This is an optimization exercise on Yosys and OpenROAD, whose aim is small area, a short achievable clock period and few clock cycles, not a production implementation.
Function was checked by simulation only, so behaviour that the tests miss may differ from the original.
Power figures rest on the tool's default switching activity, not on a simulated workload.

==> design.v <==
`timescale 1ns/100ps
package dlx_pkg;
    localparam int WORD_W    = 32;
    localparam int NUM_REGS  = 32;
    localparam int REG_IDX_W = 5;
    typedef logic [0:WORD_W-1]    word_t;
    typedef logic [0:REG_IDX_W-1] reg_idx_t;
    typedef logic [0:5]           func_t;
    localparam func_t SLL    = 6'h04;
    localparam func_t SRL    = 6'h06;
    localparam func_t SRA    = 6'h07;
    localparam func_t MULT   = 6'h0e;    
    localparam func_t LHI    = 6'h0f;
    localparam func_t MULTHU = 6'h16;    
    localparam func_t ADD    = 6'h20;
    localparam func_t SUB    = 6'h22;
    localparam func_t AND_OP = 6'h24;
    localparam func_t OR_OP  = 6'h25;
    localparam func_t XOR_OP = 6'h26;
    localparam func_t SLT    = 6'h2a;
    localparam func_t SLTU   = 6'h3a;
endpackage
`timescale 1ns/100ps
module dlx_alu (
    input  dlx_pkg::word_t a,
    input  dlx_pkg::word_t b,
    input  dlx_pkg::func_t func,
    output dlx_pkg::word_t result
);
    logic [0:4] shamt;
    logic       lt_s;
    logic       lt_u;
    assign shamt = b[27:31];    
    assign lt_s  = $signed(a) < $signed(b);
    assign lt_u  = a < b;
    always_comb
    begin
        case (func)
            dlx_pkg::ADD:     result = a + b;
            dlx_pkg::SUB:     result = a - b;
            dlx_pkg::AND_OP:  result = a & b;
            dlx_pkg::OR_OP:   result = a | b;
            dlx_pkg::XOR_OP:  result = a ^ b;
            dlx_pkg::SLL:     result = a << shamt;
            dlx_pkg::SRL:     result = a >> shamt;
            dlx_pkg::SRA:     result = $signed(a) >>> shamt;
            dlx_pkg::SLT:     result = dlx_pkg::WORD_W'(lt_s);
            dlx_pkg::SLTU:    result = dlx_pkg::WORD_W'(lt_u);
            dlx_pkg::LHI:     result = b << 16;
            default: result = '0;    
        endcase
    end
endmodule
`timescale 1ns/100ps
module booth_mult #(
    parameter int MULT_RADIX_STEPS = 16    
) (
    input  logic        clk,
    input  logic        rst_n,
    input  logic        start,
    input  logic        is_signed,
    input  dlx_pkg::word_t a,
    input  dlx_pkg::word_t b,
    output logic        busy,
    output logic        done,
    output logic [0:63] product
);
    localparam int MW    = 2 * MULT_RADIX_STEPS;    
    localparam int PW    = 2 * dlx_pkg::WORD_W;
    localparam int CNT_W = $clog2(MULT_RADIX_STEPS + 1);
    logic [0:PW-1]    acc;
    logic [0:PW-1]    mcand;
    logic [0:PW-1]    a_ext;
    logic [0:PW-1]    pp;
    logic [0:MW-1]    b_ext;
    logic [0:MW]      mplier;        
    logic [0:CNT_W-1] steps_left;
    assign a_ext = is_signed ? PW'(signed'(a)) : PW'(a);
    assign b_ext = is_signed ? MW'(signed'(b)) : MW'(b);
    always_comb
    begin
        case (mplier[MW-2:MW])
            3'b001, 3'b010: pp = mcand;
            3'b011:         pp = mcand << 1;
            3'b100:         pp = -(mcand << 1);
            3'b101, 3'b110: pp = -mcand;
            default:        pp = '0;
        endcase
    end
    always_ff @(posedge clk or negedge rst_n)
    begin
        if (!rst_n)
        begin
            busy       <= 1'b0;
            done       <= 1'b0;
            steps_left <= '0;
        end
        else
        begin
            done <= 1'b0;
            if (start)
            begin
                busy       <= 1'b1;
                steps_left <= CNT_W'(MULT_RADIX_STEPS);
            end
            else if (busy)
            begin
                steps_left <= steps_left - 1'b1;
                if (steps_left == CNT_W'(1))
                begin
                    busy <= 1'b0;
                    done <= 1'b1;
                end
            end
        end
    end
    always_ff @(posedge clk)
    begin
        if (start)
        begin
            acc    <= (!is_signed && b_ext[0]) ? (a_ext << MW) : '0;
            mcand  <= a_ext;
            mplier <= {b_ext, 1'b0};
        end
        else if (busy)
        begin
            acc    <= acc + pp;
            mcand  <= mcand << 2;
            mplier <= mplier >> 2;
        end
    end
    assign product = acc;
endmodule
`timescale 1ns/100ps
module operand_issue (
    input  logic      clk,
    input  logic      rst_n,
    input  logic      issue_valid,
    input  dlx_pkg::func_t issue_func,
    input  dlx_pkg::reg_idx_t issue_rd,
    input  dlx_pkg::reg_idx_t issue_rs1,
    input  dlx_pkg::reg_idx_t issue_rs2,
    input  dlx_pkg::word_t issue_imm,
    input  logic      issue_use_imm,
    input  logic      stall,
    input  logic      fwd_wb_valid,
    input  dlx_pkg::reg_idx_t fwd_wb_rd,
    input  dlx_pkg::word_t fwd_wb_data,
    output logic      iss_valid,
    output dlx_pkg::func_t iss_func,
    output dlx_pkg::reg_idx_t iss_rd,
    output dlx_pkg::reg_idx_t iss_rs1,
    output dlx_pkg::reg_idx_t iss_rs2,
    output dlx_pkg::word_t iss_a_val,     
    output dlx_pkg::word_t iss_b_val,     
    output dlx_pkg::word_t iss_imm,
    output logic      iss_use_imm
);
    dlx_pkg::word_t rf [dlx_pkg::NUM_REGS];
    dlx_pkg::word_t rd_a;
    dlx_pkg::word_t rd_b;
    logic  rf_we;
    assign rf_we = fwd_wb_valid && (fwd_wb_rd != '0);    
    always_ff @(posedge clk or negedge rst_n)
    begin
        if (!rst_n)
        begin
            for (int i = 0; i < dlx_pkg::NUM_REGS; i++)
                rf[i] <= '0;
        end
        else if (rf_we)
        begin
            rf[fwd_wb_rd] <= fwd_wb_data;
        end
    end
    assign rd_a = (issue_rs1 == '0)                   ? '0          :
                  (rf_we && fwd_wb_rd == issue_rs1)   ? fwd_wb_data : rf[issue_rs1];
    assign rd_b = (issue_rs2 == '0)                   ? '0          :
                  (rf_we && fwd_wb_rd == issue_rs2)   ? fwd_wb_data : rf[issue_rs2];
    always_ff @(posedge clk or negedge rst_n)
    begin
        if (!rst_n)
            iss_valid <= 1'b0;
        else if (!stall)
            iss_valid <= issue_valid;
    end
    always_ff @(posedge clk)
    begin
        if (!stall)
        begin
            iss_func    <= issue_func;
            iss_rd      <= issue_rd;
            iss_rs1     <= issue_rs1;
            iss_rs2     <= issue_rs2;
            iss_a_val   <= rd_a;
            iss_b_val   <= rd_b;
            iss_imm     <= issue_imm;
            iss_use_imm <= issue_use_imm;
        end
    end
endmodule
`timescale 1ns/100ps
module ex_stage #(
    parameter int MULT_RADIX_STEPS = 16
) (
    input  logic     clk,
    input  logic     rst_n,
    input  logic     iss_valid,
    input  dlx_pkg::func_t iss_func,
    input  dlx_pkg::reg_idx_t iss_rd,
    input  dlx_pkg::reg_idx_t iss_rs1,
    input  dlx_pkg::reg_idx_t iss_rs2,
    input  dlx_pkg::word_t iss_a_val,
    input  dlx_pkg::word_t iss_b_val,
    input  dlx_pkg::word_t iss_imm,
    input  logic     iss_use_imm,
    input  logic     fwd_mem_valid,
    input  dlx_pkg::reg_idx_t fwd_mem_rd,
    input  dlx_pkg::word_t fwd_mem_data,
    input  logic     fwd_wb_valid,
    input  dlx_pkg::reg_idx_t fwd_wb_rd,
    input  dlx_pkg::word_t fwd_wb_data,
    output logic     stall,
    output logic     ex_valid,
    output dlx_pkg::reg_idx_t ex_rd,
    output dlx_pkg::word_t ex_result
);
    dlx_pkg::word_t       op_a;
    dlx_pkg::word_t       op_b;
    dlx_pkg::word_t       fwd_b;
    dlx_pkg::word_t       alu_result;
    dlx_pkg::word_t       mult_word;
    logic [0:63] product;
    logic        ex_wr;
    logic        mem_wr;
    logic        wb_wr;
    logic        a_hit_ex;
    logic        a_hit_mem;
    logic        a_hit_wb;
    logic        b_hit_ex;
    logic        b_hit_mem;
    logic        b_hit_wb;
    logic        is_mult;
    logic        mult_in_ex;
    logic        mult_start;
    logic        mult_busy;
    logic        mult_done;
    logic        started;
    assign ex_wr  = ex_valid && (ex_rd != '0);
    assign mem_wr = fwd_mem_valid && (fwd_mem_rd != '0);
    assign wb_wr  = fwd_wb_valid && (fwd_wb_rd != '0);
    assign a_hit_ex  = ex_wr  && (ex_rd == iss_rs1);      
    assign a_hit_mem = mem_wr && (fwd_mem_rd == iss_rs1);
    assign a_hit_wb  = wb_wr  && (fwd_wb_rd == iss_rs1);
    assign b_hit_ex  = ex_wr  && (ex_rd == iss_rs2);
    assign b_hit_mem = mem_wr && (fwd_mem_rd == iss_rs2);
    assign b_hit_wb  = wb_wr  && (fwd_wb_rd == iss_rs2);
    assign op_a  = a_hit_ex  ? ex_result    :
                   a_hit_mem ? fwd_mem_data :
                   a_hit_wb  ? fwd_wb_data  : iss_a_val;
    assign fwd_b = b_hit_ex  ? ex_result    :
                   b_hit_mem ? fwd_mem_data :
                   b_hit_wb  ? fwd_wb_data  : iss_b_val;
    assign op_b  = iss_use_imm ? iss_imm : fwd_b;
    dlx_alu u_alu (
        .a      (op_a),
        .b      (op_b),
        .func   (iss_func),
        .result (alu_result)
    );
    assign is_mult    = (iss_func == dlx_pkg::MULT) || (iss_func == dlx_pkg::MULTHU);
    assign mult_in_ex = iss_valid && is_mult;
    assign mult_start = mult_in_ex && !started;    
    assign stall      = mult_in_ex && !mult_done;
    assign mult_word  = (iss_func == dlx_pkg::MULT) ? product[32:63] : product[0:31];
    always_ff @(posedge clk or negedge rst_n)
    begin
        if (!rst_n)
            started <= 1'b0;
        else if (mult_done)
            started <= 1'b0;
        else if (mult_start)
            started <= 1'b1;
    end
    booth_mult #(
        .MULT_RADIX_STEPS (MULT_RADIX_STEPS)
    ) u_mult (
        .clk       (clk),
        .rst_n     (rst_n),
        .start     (mult_start),
        .is_signed (iss_func == dlx_pkg::MULT),
        .a         (op_a),
        .b         (op_b),
        .busy      (mult_busy),
        .done      (mult_done),
        .product   (product)
    );
    always_ff @(posedge clk or negedge rst_n)
    begin
        if (!rst_n)
            ex_valid <= 1'b0;
        else
            ex_valid <= iss_valid && !stall;
    end
    always_ff @(posedge clk)
    begin
        if (!stall)
        begin
            ex_rd     <= iss_rd;
            ex_result <= mult_in_ex ? mult_word : alu_result;
        end
    end
endmodule
`timescale 1ns/100ps
module mem_wb_stage (
    input  logic     clk,
    input  logic     rst_n,
    input  logic     ex_valid,
    input  dlx_pkg::reg_idx_t ex_rd,
    input  dlx_pkg::word_t ex_result,
    output logic     fwd_mem_valid,
    output dlx_pkg::reg_idx_t fwd_mem_rd,
    output dlx_pkg::word_t fwd_mem_data,
    output logic     wb_valid,
    output dlx_pkg::reg_idx_t wb_rd,
    output dlx_pkg::word_t wb_data
);
    logic     slot_valid;
    dlx_pkg::reg_idx_t slot_rd;
    dlx_pkg::word_t    slot_data;
    always_ff @(posedge clk or negedge rst_n)
    begin
        if (!rst_n)
        begin
            slot_valid <= 1'b0;
            wb_valid   <= 1'b0;
        end
        else
        begin
            slot_valid <= ex_valid;
            wb_valid   <= slot_valid;    
        end
    end
    always_ff @(posedge clk)
    begin
        slot_rd   <= ex_rd;
        slot_data <= ex_result;
        wb_rd     <= slot_rd;
        wb_data   <= slot_data;
    end
    assign fwd_mem_valid = slot_valid;
    assign fwd_mem_rd    = slot_rd;
    assign fwd_mem_data  = slot_data;
endmodule
`timescale 1ns/100ps
module dlx_ex_top #(
    parameter int MULT_RADIX_STEPS = 16
) (
    input  logic      clk,
    input  logic      rst_n,
    input  logic      issue_valid,
    input  dlx_pkg::func_t issue_func,
    input  dlx_pkg::reg_idx_t issue_rd,
    input  dlx_pkg::reg_idx_t issue_rs1,
    input  dlx_pkg::reg_idx_t issue_rs2,
    input  dlx_pkg::word_t issue_imm,
    input  logic      issue_use_imm,
    output logic      stall,
    output logic      wb_valid,
    output dlx_pkg::reg_idx_t wb_rd,
    output dlx_pkg::word_t wb_data
);
    logic     ex_valid;
    dlx_pkg::reg_idx_t ex_rd;
    dlx_pkg::word_t    ex_result;
    logic     iss_valid;
    dlx_pkg::func_t    iss_func;
    dlx_pkg::reg_idx_t iss_rd;
    dlx_pkg::reg_idx_t iss_rs1;
    dlx_pkg::reg_idx_t iss_rs2;
    dlx_pkg::word_t    iss_a_val;
    dlx_pkg::word_t    iss_b_val;
    dlx_pkg::word_t    iss_imm;
    logic     iss_use_imm;
    logic     fwd_mem_valid;
    dlx_pkg::reg_idx_t fwd_mem_rd;
    dlx_pkg::word_t    fwd_mem_data;
    operand_issue u_issue (
        .clk           (clk),
        .rst_n         (rst_n),
        .issue_valid   (issue_valid),
        .issue_func    (issue_func),
        .issue_rd      (issue_rd),
        .issue_rs1     (issue_rs1),
        .issue_rs2     (issue_rs2),
        .issue_imm     (issue_imm),
        .issue_use_imm (issue_use_imm),
        .stall         (stall),
        .fwd_wb_valid  (wb_valid),
        .fwd_wb_rd     (wb_rd),
        .fwd_wb_data   (wb_data),
        .iss_valid     (iss_valid),
        .iss_func      (iss_func),
        .iss_rd        (iss_rd),
        .iss_rs1       (iss_rs1),
        .iss_rs2       (iss_rs2),
        .iss_a_val     (iss_a_val),
        .iss_b_val     (iss_b_val),
        .iss_imm       (iss_imm),
        .iss_use_imm   (iss_use_imm)
    );
    ex_stage #(
        .MULT_RADIX_STEPS (MULT_RADIX_STEPS)
    ) u_ex (
        .clk           (clk),
        .rst_n         (rst_n),
        .iss_valid     (iss_valid),
        .iss_func      (iss_func),
        .iss_rd        (iss_rd),
        .iss_rs1       (iss_rs1),
        .iss_rs2       (iss_rs2),
        .iss_a_val     (iss_a_val),
        .iss_b_val     (iss_b_val),
        .iss_imm       (iss_imm),
        .iss_use_imm   (iss_use_imm),
        .fwd_mem_valid (fwd_mem_valid),
        .fwd_mem_rd    (fwd_mem_rd),
        .fwd_mem_data  (fwd_mem_data),
        .fwd_wb_valid  (wb_valid),
        .fwd_wb_rd     (wb_rd),
        .fwd_wb_data   (wb_data),
        .stall         (stall),
        .ex_valid      (ex_valid),
        .ex_rd         (ex_rd),
        .ex_result     (ex_result)
    );
    mem_wb_stage u_mem_wb (
        .clk           (clk),
        .rst_n         (rst_n),
        .ex_valid      (ex_valid),
        .ex_rd         (ex_rd),
        .ex_result     (ex_result),
        .fwd_mem_valid (fwd_mem_valid),
        .fwd_mem_rd    (fwd_mem_rd),
        .fwd_mem_data  (fwd_mem_data),
        .wb_valid      (wb_valid),
        .wb_rd         (wb_rd),
        .wb_data       (wb_data)
    );
endmodule
==> run.sh <==
#!/bin/bash
# synth_recipe.tcl (not shown) runs the flow's synth.tcl, then flattens the netlist and writes it again
# the make line also repeats each setting of config.mk as NAME=value (left out here)
make -C /OpenROAD-flow-scripts/flow DESIGN_CONFIG=/design/flow/config.mk WORK_HOME=/design/flow/orfs CLKGATE_MAP_FILE= SYNTH_SCRIPT=/design/flow/synth_recipe.tcl finish
==> config.mk <==
export PLATFORM = sky130hd
export DESIGN_NAME = dlx_ex_top
export DESIGN_NICKNAME = dlx_ex_top
export VERILOG_FILES = /design/flow/design.v
export SDC_FILE = /design/flow/constraint.sdc
export NUM_CORES = 4
export LEC_CHECK = 0
export CAP_MARGIN = 20
export CORE_MARGIN = 2
export CORE_UTILIZATION = 30
export PLACE_DENSITY = 0.45
export SLEW_MARGIN = 20
==> constraint.sdc <==
create_clock -name core_clock -period 8.0 [get_ports {clk}]
set_input_delay 1.6000 -clock core_clock [delete_from_list [all_inputs] [get_ports {clk}]]
set_output_delay 1.6000 -clock core_clock [all_outputs]
set_load 0.01 [all_outputs]
==> impl_results.rst <==
.. list-table::
   :header-rows: 1

   * - Metric
     - Value
   * - Dominant combinational cell family by area after synthesis
     - compound AO/OA/AOI/OAI gates
   * - Switching power
     - 10.7 mW
   * - Transition time of the tightest slew-check pin
     - 1.33 ns
   * - Sequential cell area fraction in the yosys report
     - 0.453
   * - Total DRC errors in the routed layout
     - 0
   * - Number of H-tree branching levels
     - 4
   * - Number of endpoints failing setup at the final stage
     - 0
   * - Cells resized by post-CTS repair
     - 0
   * - Final wirelength
     - 456 mm
   * - Seq cells post-synth
     - 1394
   * - Yosys warning count
     - 6
   * - Biggest fanout along the worst timing path
     - 33
   * - Global-route usage over all layers
     - 0.327
   * - Power density over the cells
     - 303 mW/mm2
   * - Cell type with the highest aggregate area in the netlist
     - sky130_fd_sc_hd__dfrtp_1
   * - Number of enable-type register cells in the synthesized netlist
     - 315
   * - Largest net degree at the start of global routing
     - 172
   * - CTS Hold Buffers Added
     - 0
   * - Global route total overflow
     - 0
   * - Worst-Skew Late Latency
     - 0.89 ns
   * - Cell area after technology mapping
     - 0.0796 mm2
   * - Final net count
     - 8276
   * - Total setup buffers inserted after CTS
     - 0
   * - Boundary Pins
     - 96
   * - Final HPWL DP
     - 297 mm
   * - CP Class
     - flop to flop
   * - Synthesized netlist cell count
     - 8203
   * - Final min period
     - 7.16 ns
   * - Area share of the largest cell type after synthesis
     - 0.315
   * - X dimension of the die
     - 519 um
   * - Total area of multi-input combinational cells
     - 0.0409 mm2
   * - Total count of hold-check failures in the final report
     - 0
   * - Synthesis-to-finish area growth
     - 14.7%
   * - Clk buf depth
     - 4
   * - Internal Power
     - 16.9 mW
   * - Top post-synthesis cells by area
     - sky130_fd_sc_hd__dfrtp_1, sky130_fd_sc_hd__edfxtp_1, sky130_fd_sc_hd__mux2_2
   * - Area fraction in compound gates after synthesis
     - 0.236
   * - Setup repair after global routing missed its margin
     - no
   * - Relative contribution of the clock network to total power
     - 0.297
   * - Synth cell types
     - 101
   * - Via-to-Cell Ratio
     - 6.55
   * - Effective utilization at floorplan
     - 0.301
   * - Status
     - timing/DRC/antenna clean
   * - Post-Synthesis Net Count
     - 8433
   * - Net switching share of the total power
     - 0.387
   * - Maximum clock frequency
     - 140 MHz
   * - Area share of and/or/nand/nor cells after synthesis
     - 0.116
   * - TritonCTS buffer count
     - 175
   * - Clock tree sinks
     - 1394
   * - Post-detailed-route wirelength per cell
     - 38.9 um
   * - Total iterations of the first detailed-routing run
     - 9
   * - Core Rows
     - 189
   * - Share of synthesized area spent on multiplexers
     - 0.101
   * - Filler instances
     - 26843
   * - Minimum hold slack
     - 0.366 ns
   * - Number of global-route vias before repair
     - 72582
   * - Die Outline Area
     - 0.270 mm2
   * - Sort of element at the start of the critical path
     - flop
   * - CTS clk-pin slew, worst paths
     - 0.06 ns
   * - Comb power frac
     - 0.345
   * - LEAKAGE
     - 37.6 nW
   * - CTS tree
     - yes
   * - Accumulated negative setup slack
     - 0 ns
   * - Wire length of the first global-routing pass
     - 622 mm
   * - Adder and majority gate portion of the synthesized area
     - 0.0275
   * - Tightest slew margin relative to the limit
     - 0.103
   * - Total area of sequential cells
     - 0.0361 mm2
   * - Arrival time of data at the critical path endpoint
     - 7.88 ns
   * - Initial antenna violation count
     - 39
   * - Post-synthesis area per instance
     - 9.71 um2
   * - Worst min-delay path category
     - flop to flop
   * - Number of violations of the max-capacitance limit
     - 0
   * - Share of power burned in registers
     - 0.358
   * - Proportion of layout cells with a drive suffix above 1
     - 0.162
   * - Via count
     - 76909
   * - Die Height
     - 519 um
   * - Endpoint kind of the worst setup timing path
     - flop
   * - Post-Route Skew
     - 0.0912 ns
   * - GPL Wtd Cong
     - 0.966
   * - Post-synthesis async set-or-reset flop share
     - 0.720
   * - Antenna violation net count after detailed routing
     - 0
   * - CP required
     - 8.72 ns
   * - Synth Area in XOR/XNOR
     - 0.0235
   * - Quantity of I/O buffers inserted on ports
     - 95
   * - Core ar.
     - 0.265 mm2
   * - Number of DRC violations after detailed-routing iteration 0
     - 12461
   * - Final slew viol count
     - 0
   * - Buffer type at the clock tree root
     - sky130_fd_sc_hd__clkbuf_16
   * - Leading register cell type out of synthesis
     - sky130_fd_sc_hd__dfrtp_1
   * - Tcrit/Tclk final
     - 0.895
   * - Maximum ir drop on the vdd rail
     - 0.209 mV
-- Yosys cell counts, types with 45 or more instances --
cell	number
sky130_fd_sc_hd__nor3_1	140
sky130_fd_sc_hd__nor4_1	57
sky130_fd_sc_hd__inv_1	147
sky130_fd_sc_hd__edfxtp_1	315
sky130_fd_sc_hd__xnor2_1	114
sky130_fd_sc_hd__a211oi_1	56
sky130_fd_sc_hd__o22ai_1	67
sky130_fd_sc_hd__a222oi_1	82
sky130_fd_sc_hd__buf_1	60
sky130_fd_sc_hd__dfxtp_1	75
sky130_fd_sc_hd__o21a_1	52
sky130_fd_sc_hd__a21o_1	73
sky130_fd_sc_hd__ha_1	170
sky130_fd_sc_hd__nand4_1	162
sky130_fd_sc_hd__nand3_1	194
sky130_fd_sc_hd__clkbuf_1	640
sky130_fd_sc_hd__or3_1	45
sky130_fd_sc_hd__xor2_1	100
sky130_fd_sc_hd__nand2_1	762
sky130_fd_sc_hd__o21ai_0	768
sky130_fd_sc_hd__a221oi_1	187
sky130_fd_sc_hd__dfrtp_1	1004
sky130_fd_sc_hd__a22o_1	149
sky130_fd_sc_hd__o211ai_1	67
sky130_fd_sc_hd__mux2i_1	150
sky130_fd_sc_hd__mux2_2	576
sky130_fd_sc_hd__a21oi_1	375
sky130_fd_sc_hd__nor2_1	496
sky130_fd_sc_hd__a22oi_1	646
-- per-stage QoR --
stage / util / cell area, um2 / power, mW / setup slack, ns / std cells
after floorplan: - / 79600 / 15.7 / 1.38 / 8203
after global placement: 0.323 / 85400 / 19.2 / 1.03 / 11398
after detailed placement: 0.323 / 85500 / 19.2 / 0.978 / 11400
after CTS: 0.345 / 91200 / 27.4 / 0.939 / 11705
after global routing: 0.345 / 91300 / 28.8 / 0.349 / 11711
final: 0.345 / 91300 / 27.6 / 0.839 / 11735
-- per-layer routing --
layer / share of wire / routed length (um) / vias to the layer above / GRT usage
met5: 0.00027 / 123 / - / 0
met4: 0.068 / 31200 / 16 / 0.183
met3: 0.11 / 50500 / 1581 / 0.0915
met2: 0.42 / 192000 / 5776 / 0.479
met1: 0.40 / 183000 / 38949 / 0.430
li1: - / - / 30587 / -
-- worst paths after layout --
check | cells past startpoint | slack (ns) | from | to
max | 19 | 0.84 | u_mem_wb.wb_rd[1]$_DFF_P_ | u_ex.ex_result[0]$_DFFE_PN_
max reg2reg | 19 | 0.84 | u_mem_wb.wb_rd[1]$_DFF_P_ | u_ex.ex_result[0]$_DFFE_PN_
min | 0 | 0.37 | u_mem_wb.slot_data[17]$_DFF_P_ | u_mem_wb.wb_data[17]$_DFF_P_
min reg2reg | 0 | 0.37 | u_mem_wb.slot_data[17]$_DFF_P_ | u_mem_wb.wb_data[17]$_DFF_P_
max in group asynchronous | 2 | 5.58 | rst_n | u_issue.rf[1][2]$_DFFE_PN0P_
min in group asynchronous | 1 | 0.82 | rst_n | u_issue.rf[21][14]$_DFFE_PN0P_
-- critical path, stage by stage (launching register included) --
cell and delay, ns:
sky130_fd_sc_hd__dfxtp_1 0.83, sky130_fd_sc_hd__nor3_4 0.15, sky130_fd_sc_hd__a211o_1 0.34, sky130_fd_sc_hd__buf_4 0.26, sky130_fd_sc_hd__o21ai_0 0.95, sky130_fd_sc_hd__o211ai_1 0.24
sky130_fd_sc_hd__a22oi_2 0.18, sky130_fd_sc_hd__buf_4 0.24, sky130_fd_sc_hd__inv_1 0.11, sky130_fd_sc_hd__ha_1 0.42, sky130_fd_sc_hd__o311ai_0 0.61, sky130_fd_sc_hd__buf_4 0.25
sky130_fd_sc_hd__a41oi_1 0.26, sky130_fd_sc_hd__o41a_1 0.53, sky130_fd_sc_hd__o21ai_0 0.58, sky130_fd_sc_hd__a21oi_1 0.19, sky130_fd_sc_hd__a211o_1 0.32, sky130_fd_sc_hd__nor4b_1 0.29
sky130_fd_sc_hd__a41oi_1 0.09, sky130_fd_sc_hd__o211ai_1 0.12
-- cells by family (layout without fill, tap and decap cells) --
| kind of cell | Yosys count | count (layout) |
|---|---|---|
| flip-flops | 1394 | 1394 |
| XOR/XNOR | 214 | 214 |
| buffers and inverters | 900 | 871 |
| multiplexers | 728 | 728 |
| AND/OR/NAND/NOR | 2023 | 2023 |
| other | 0 | 28 |
| adder cells (fa/ha/maj) | 173 | 173 |
| AO/OA/AOI/OAI | 2771 | 2771 |
-- cell usage in the layout, fill, tap and decap left out, types with 73 or more instances in the layout --
master                            instances
sky130_fd_sc_hd__a221oi_1               187
sky130_fd_sc_hd__nor3_1                 136
sky130_fd_sc_hd__nand2_1                754
sky130_fd_sc_hd__a21oi_1                375
sky130_fd_sc_hd__inv_1                  147
sky130_fd_sc_hd__o21ai_0                768
sky130_fd_sc_hd__clkdlybuf4s50_1         93
sky130_fd_sc_hd__xnor2_1                113
sky130_fd_sc_hd__nor2_4                  76
sky130_fd_sc_hd__a22oi_1                646
sky130_fd_sc_hd__dfxtp_1                 74
sky130_fd_sc_hd__buf_4                  295
sky130_fd_sc_hd__a222oi_1                82
sky130_fd_sc_hd__mux2_2                 576
sky130_fd_sc_hd__nand3_1                192
sky130_fd_sc_hd__clkbuf_16              183
sky130_fd_sc_hd__a22o_1                 149
sky130_fd_sc_hd__mux2i_1                150
sky130_fd_sc_hd__nor2_1                 421
sky130_fd_sc_hd__dfrtp_1               1004
sky130_fd_sc_hd__ha_1                   170
sky130_fd_sc_hd__a21o_1                  73
sky130_fd_sc_hd__xor2_1                 100
sky130_fd_sc_hd__nand4_1                162
sky130_fd_sc_hd__edfxtp_1               315
-- layout make-up --
| class | count | area share |
|---|---|---|
| Clock inverter | 46 | 0.00640 |
| Inverter | 156 | 0.00644 |
| Timing Repair Buffer | 410 | 0.0390 |
| Multi-Input combinational cell | 5909 | 0.448 |
| Sequential cell | 1394 | 0.395 |
| Tap cell | 3533 | 0.0484 |
| Antenna cell | 28 | 0.000767 |
| Clock buffer | 259 | 0.0561 |
-- power groups by stage --
stage          Sequential [mW]  Clock, mW  Combinational [mW]
3_3_place_gp              9.97          0                9.24
4_1_cts                   9.85       8.26                9.31
5_1_grt                   9.98       8.55                10.3
3_5_place_dp              9.97          0                9.27
2_1_floorplan             9.44          0                6.26
6_report                  9.90       8.20                9.53
-- flip-flops by register name (all words and copies together), names as in the netlist, 5 cells and up --
name / cells
u_ex.u_mult.mplier: 33
u_ex.ex_result: 32
u_mem_wb.wb_data: 32
u_issue.iss_func: 6
u_issue.iss_imm: 32
u_ex.u_mult.mcand: 64
u_ex.u_mult.acc: 64
u_ex.ex_rd: 5
u_issue.iss_b_val: 32
u_ex.u_mult.steps_left: 5
u_issue.iss_a_val: 32
u_mem_wb.wb_rd: 5
u_issue.iss_rs1: 5
u_issue.iss_rs2: 5
u_mem_wb.slot_data: 32
u_issue.rf: 992
u_issue.iss_rd: 5
u_mem_wb.slot_rd: 5
Testbench counts, summed over its fixed seeds: cycles 14,520.

## static timing again, ports no longer ideal
In the flow no input, the clock included, has a driving cell. The finished layout below was timed again as built, in two steps. Step 1 assumes that a clkbuf_16 drives the clock port and a buf_2 every other input. Step 2 also shifts input and output timing later by t, the mid clock arrival at the registers, as if the neighbouring blocks saw the same clock. Slacks: ideal / step 1 / step 2; pairs: ideal / step 1.
t (ns): 0.940
setup slack, ns: 0.839 / 0.839 / 0.839
worst setup path after step 2: register to register
worst slew at a driven data input, ns: 0.26
cell pins on the clock port's net: 1
After both steps setup and hold are still met in this run. For this run, drivers alone change the setup slack by 0.000 ns; drivers and shift together by 0.000 ns.
